Background: an optimization exercise with open tools, aiming at small area and a short achievable clock period. Do not read the settings as production practice.
Function was checked by simulation only, so behaviour that the tests miss may differ from the original.
Power is estimated from default activity; no workload was simulated.

==> willow: inputs <==
## fifo_rd_stream
module fifo_rd_stream #(
    parameter int DATA_WIDTH = 512,
    parameter int RD_LATENCY = 3,
    parameter int BUF_DEPTH  = 8
) (
    input  logic                         i_clk,
    input  logic                         i_rst_n,
    input  logic                         i_enable,
    output logic                         o_fifo_rd,
    input  logic                         i_empty,
    input  logic [DATA_WIDTH-1:0]        i_fifo_data,
    input  logic                         i_fifo_rddata_vld,
    output logic [DATA_WIDTH-1:0]        o_tdata,
    output logic                         o_tvalid,
    input  logic                         i_tready,
    output logic [$clog2(BUF_DEPTH):0]   o_level,
    output logic [$clog2(BUF_DEPTH):0]   o_inflight,
    output logic                         o_error_unexp,
    output logic                         o_error_ovf
);
    localparam int             PW      = $clog2(BUF_DEPTH);
    localparam int             CW      = PW + 1;
    localparam logic [CW-1:0]  DEPTH_C = CW'(BUF_DEPTH);
    logic w_unused_rd_latency;
    assign w_unused_rd_latency = (RD_LATENCY > 0);
    logic [DATA_WIDTH-1:0] r_buf [BUF_DEPTH];
    logic [PW-1:0]         r_wr_ptr;
    logic [PW-1:0]         r_rd_ptr;
    logic [CW-1:0]         r_level;
    logic [CW-1:0]         r_inflight;
    logic                  r_err_unexp;
    logic                  r_err_ovf;
    logic [CW:0]           w_committed;
    logic                  w_issue;
    logic                  w_vld;
    logic                  w_tvalid;
  ...
==> module fifo_rd_stream, before the edit <==
module fifo_rd_stream #(
    parameter int DATA_WIDTH = 512,
    parameter int RD_LATENCY = 3,
    parameter int BUF_DEPTH  = 8
) (
    input  logic                         i_clk,
    input  logic                         i_rst_n,
    input  logic                         i_enable,
    output logic                         o_fifo_rd,
    input  logic                         i_empty,
    input  logic [DATA_WIDTH-1:0]        i_fifo_data,
    input  logic                         i_fifo_rddata_vld,
    output logic [DATA_WIDTH-1:0]        o_tdata,
    output logic                         o_tvalid,
    input  logic                         i_tready,
    output logic [$clog2(BUF_DEPTH):0]   o_level,
    output logic [$clog2(BUF_DEPTH):0]   o_inflight,
    output logic                         o_error_unexp,
    output logic                         o_error_ovf
);
    localparam int             PW      = $clog2(BUF_DEPTH);
    localparam int             CW      = PW + 1;
    localparam logic [CW-1:0]  DEPTH_C = CW'(BUF_DEPTH);
    logic w_unused_rd_latency;
    assign w_unused_rd_latency = (RD_LATENCY > 0);
    logic [DATA_WIDTH-1:0] r_buf [BUF_DEPTH];
    logic [PW-1:0]         r_wr_ptr;
    logic [PW-1:0]         r_rd_ptr;
    logic [CW-1:0]         r_level;
    logic [CW-1:0]         r_inflight;
    logic                  r_err_unexp;
    logic                  r_err_ovf;
    logic [CW:0]           w_committed;
    logic                  w_issue;
    logic                  w_vld;
    logic                  w_tvalid;
    logic                  w_pop;
    logic                  w_full;
    logic                  w_wr;
    logic                  w_ovf;
    assign w_committed = {1'b0, r_inflight} + {1'b0, r_level};
    assign w_issue  = i_rst_n & i_enable & ~i_empty & (w_committed < {1'b0, DEPTH_C});
    assign w_vld    = i_fifo_rddata_vld;
    assign w_tvalid = (r_level != '0);
    assign w_pop    = w_tvalid & i_tready;
    assign w_full   = (r_level == DEPTH_C);
    assign w_wr     = w_vld & (~w_full | w_pop);
    assign w_ovf    = w_vld & w_full & ~w_pop;
    always_ff @(posedge i_clk or negedge i_rst_n) begin
        if (!i_rst_n) begin
            r_wr_ptr    <= '0;
            r_rd_ptr    <= '0;
            r_level     <= '0;
            r_inflight  <= '0;
            r_err_unexp <= 1'b0;
            r_err_ovf   <= 1'b0;
        end else begin
            if (w_issue && !w_vld) begin
                r_inflight <= r_inflight + CW'(1);
            end else if (w_vld && !w_issue && (r_inflight != '0)) begin
                r_inflight <= r_inflight - CW'(1);
            end
            if (w_vld && (r_inflight == '0)) begin
                r_err_unexp <= 1'b1;
            end
            if (w_ovf) begin
                r_err_ovf <= 1'b1;
            end
            if (w_wr) begin
                r_wr_ptr <= r_wr_ptr + PW'(1);
            end
            if (w_pop) begin
                r_rd_ptr <= r_rd_ptr + PW'(1);
            end
            if (w_wr && !w_pop) begin
                r_level <= r_level + CW'(1);
            end else if (w_pop && !w_wr) begin
                r_level <= r_level - CW'(1);
            end
        end
    end
    always_ff @(posedge i_clk) begin
        if (w_wr) begin
            r_buf[r_wr_ptr] <= i_fifo_data;
        end
    end
    assign o_fifo_rd = w_issue;
    assign o_tvalid  = w_tvalid;
    assign o_tdata   = r_buf[r_rd_ptr];
    assign o_level       = r_level;
    assign o_inflight    = r_inflight;
    assign o_error_unexp = r_err_unexp;
    assign o_error_ovf   = r_err_ovf;
endmodule
Settings: LEC_CHECK=0, CAP_MARGIN=20, CORE_MARGIN=2, CORE_UTILIZATION=40, SLEW_MARGIN=20, SYNTH_MEMORY_MAX_BITS=65536; clock period 4.6 ns.
run.sh (not shown) runs the stock make flow with config.mk's settings and CLKGATE_MAP_FILE= SYNTH_SCRIPT=/design/flow/synth_recipe.tcl, a recipe that flattens the netlist after the stock synthesis.
==> harbor (differences from willow) <==
==> flow/design.v (replaced) <==
module fifo_rd_stream #(
    parameter int DATA_WIDTH = 512,
    parameter int RD_LATENCY = 3,
    parameter int BUF_DEPTH  = 8
) (
    input  logic                         i_clk,
    input  logic                         i_rst_n,
    input  logic                         i_enable,
    output logic                         o_fifo_rd,
    input  logic                         i_empty,
    input  logic [DATA_WIDTH-1:0]        i_fifo_data,
    input  logic                         i_fifo_rddata_vld,
    output logic [DATA_WIDTH-1:0]        o_tdata,
    output logic                         o_tvalid,
    input  logic                         i_tready,
    output logic [$clog2(BUF_DEPTH):0]   o_level,
    output logic [$clog2(BUF_DEPTH):0]   o_inflight,
    output logic                         o_error_unexp,
    output logic                         o_error_ovf
);
    localparam int             PW      = $clog2(BUF_DEPTH);
    localparam int             CW      = PW + 1;
    localparam int             SD      = BUF_DEPTH - 1;      
    localparam logic [CW-1:0]  DEPTH_C = CW'(BUF_DEPTH);
    logic w_unused_rd_latency;
    assign w_unused_rd_latency = (RD_LATENCY > 0);
    logic [DATA_WIDTH-1:0] r_head;
    logic [DATA_WIDTH-1:0] r_st [SD];
    logic [SD-1:0]         r_wr_oh;       
    logic [SD-1:0]         r_rd_oh;       
    logic [CW-1:0]         r_level;
    logic [CW-1:0]         r_inflight;
    logic                  r_err_unexp;
    logic                  r_err_ovf;
    logic                  r_tvalid;      
    logic                  r_lvl1;        
    logic                  r_ge2;         
    logic                  r_full;        
    logic                  r_can_issue;   
    logic                  w_issue;
    logic                  w_vld;
    logic                  w_pop;
    logic                  w_wr;
    logic                  w_ovf;
    logic                  w_to_head;
    logic                  w_st_commit;
    logic                  w_st_adv;
    logic [CW-1:0]         w_level_nx;
    logic [CW-1:0]         w_inflight_nx;
    logic [CW:0]           w_committed_nx;
    assign w_issue = i_rst_n & i_enable & ~i_empty & r_can_issue;
    assign w_vld   = i_fifo_rddata_vld;
    assign w_pop   = r_tvalid & i_tready;
    assign w_wr    = w_vld & (~r_full | w_pop);
    assign w_ovf   = w_vld & r_full & ~w_pop;
    assign w_to_head   = ~r_tvalid | (r_lvl1 & i_tready);
    assign w_st_commit = w_wr & ~w_to_head;
    assign w_st_adv    = r_ge2 & i_tready;
    always_comb begin
        w_level_nx = r_level;
        if (w_wr && !w_pop)      w_level_nx = r_level + CW'(1);
        else if (w_pop && !w_wr) w_level_nx = r_level - CW'(1);
        w_inflight_nx = r_inflight;
        if (w_issue && !w_vld)                            w_inflight_nx = r_inflight + CW'(1);
        else if (w_vld && !w_issue && (r_inflight != '0)) w_inflight_nx = r_inflight - CW'(1);
        w_committed_nx = {1'b0, w_inflight_nx} + {1'b0, w_level_nx};
    end
    always_ff @(posedge i_clk or negedge i_rst_n) begin
        if (!i_rst_n) begin
            r_wr_oh     <= SD'(1);
            r_rd_oh     <= SD'(1);
            r_level     <= '0;
            r_inflight  <= '0;
            r_err_unexp <= 1'b0;
            r_err_ovf   <= 1'b0;
            r_tvalid    <= 1'b0;
            r_lvl1      <= 1'b0;
            r_ge2       <= 1'b0;
            r_full      <= 1'b0;
            r_can_issue <= 1'b1;
        end else begin
            r_level     <= w_level_nx;
            r_inflight  <= w_inflight_nx;
            r_tvalid    <= (w_level_nx != '0);
            r_lvl1      <= (w_level_nx == CW'(1));
            r_ge2       <= (w_level_nx >= CW'(2));
            r_full      <= (w_level_nx == DEPTH_C);
            r_can_issue <= (w_committed_nx < {1'b0, DEPTH_C});
            if (w_vld && (r_inflight == '0)) r_err_unexp <= 1'b1;
            if (w_ovf)                       r_err_ovf   <= 1'b1;
            if (w_st_commit) r_wr_oh <= {r_wr_oh[SD-2:0], r_wr_oh[SD-1]};
            if (w_st_adv)    r_rd_oh <= {r_rd_oh[SD-2:0], r_rd_oh[SD-1]};
        end
    end
    always_ff @(posedge i_clk) begin
        for (int k = 0; k < SD; k++) begin
            if (r_wr_oh[k] && (!r_full || i_tready)) r_st[k] <= i_fifo_data;
        end
    end
    logic                  w_h_hold;
    logic                  w_h_in;
    logic [SD-1:0]         w_h_st;
    logic [DATA_WIDTH-1:0] w_head_nx;
    assign w_h_hold = r_tvalid & ~i_tready;
    assign w_h_in   = w_to_head;
    assign w_h_st   = r_rd_oh & {SD{w_st_adv}};
    always_comb begin
        w_head_nx = ({DATA_WIDTH{w_h_hold}} & r_head) | ({DATA_WIDTH{w_h_in}} & i_fifo_data);
        for (int k = 0; k < SD; k++) begin
            w_head_nx = w_head_nx | ({DATA_WIDTH{w_h_st[k]}} & r_st[k]);
        end
    end
    always_ff @(posedge i_clk) begin
        r_head <= w_head_nx;
    end
    assign o_fifo_rd     = w_issue;
    assign o_tvalid      = r_tvalid;
    assign o_tdata       = r_head;
    assign o_level       = r_level;
    assign o_inflight    = r_inflight;
    assign o_error_unexp = r_err_unexp;
    assign o_error_ovf   = r_err_ovf;
endmodule
==> qor summary <==
Synthesized area divided by synthesized cell count: willow 25.6 µm²; harbor 19.2 µm²
M1 WL: willow 153000 µm; harbor 163000 µm
Status: willow complete, no violations; harbor complete, no violations
Max reg flops: willow 4096; harbor 3584
First-pass GRT wire length: willow 531000 µm; harbor 583000 µm
Actual slew at the worst max-slew pin: willow 0.798 ns; harbor 0.867 ns
GR Util All Layers: willow 18.6%; harbor 22.0%
Met2 usage in global routing: willow 31.1%; harbor 35.8%
Power density normalized to cell area: willow 660 nW/µm²; harbor 526 nW/µm²
First-pass iteration count of the detailed router: willow 5; harbor 13
Std-Cell Rows: willow 227; harbor 218
Relative contribution of the clock network to total power: willow 26.4%; harbor 36.8%
Wire length on met2: willow 186000 µm; harbor 199000 µm
Multi-input combinational cell count: willow 1607; harbor 2746
Clkbuf count: willow 527; harbor 587
Quantity of gates resized following cts: willow 64; harbor 0
Area of all placed cells without fillers: willow 188000 µm²; harbor 176000 µm²
Count of sequential standard cells: willow 4112; harbor 4125
RSZ-0062 raised after global routing: willow true; harbor false
WL met3: willow 22900 µm; harbor 37500 µm
Nets: willow 8026; harbor 9205
Synth Net Count: willow 6538; harbor 7915
Non-clock buffers, area share: willow 8.03%; harbor 8.80%
Multiplexer area fraction after synthesis: willow 18.8%; harbor 0.0634%
Total leakage power: willow 59.9 nW; harbor 56.4 nW
Number of diodes added for antenna fixing: willow 37; harbor 60
Pre-CTS setup slack: willow 0.365 ns; harbor 0.978 ns

==> port drivers added, routing unchanged <==
How much do the figures lean on ideal ports? The routed layouts below were timed once more, with nothing changed but the port constraints. Step 1, drivers: a clkbuf_16 drives i_clk and a buf_2 each remaining input, both assumed. Step 2 adds t to the input delays and takes it off the output delays; t is the mean of the earliest and latest rising clock arrival at the registers after step 1. Input paths then give back, and output paths get back, about the clock's delay inside the block. a / b / c = ideal ports / drivers / drivers and shift; a / b = the first two.
run	t, ns	slack for setup (ns)	latest minus earliest clock arrival (ns)	worst register clock-pin slew, ns	cell pins on the clock port's net
willow	1.027	0.059 / -0.047 / 0.459	0.086 / 0.087	0.07 / 0.07	1
harbor	1.046	1.329 / 1.224 / 1.027	0.086 / 0.086	0.07 / 0.07	1
After both steps setup and hold are still met in every run listed. For harbor, which loses most, drivers alone change the setup slack by -0.105 ns; drivers and shift together by -0.302 ns.
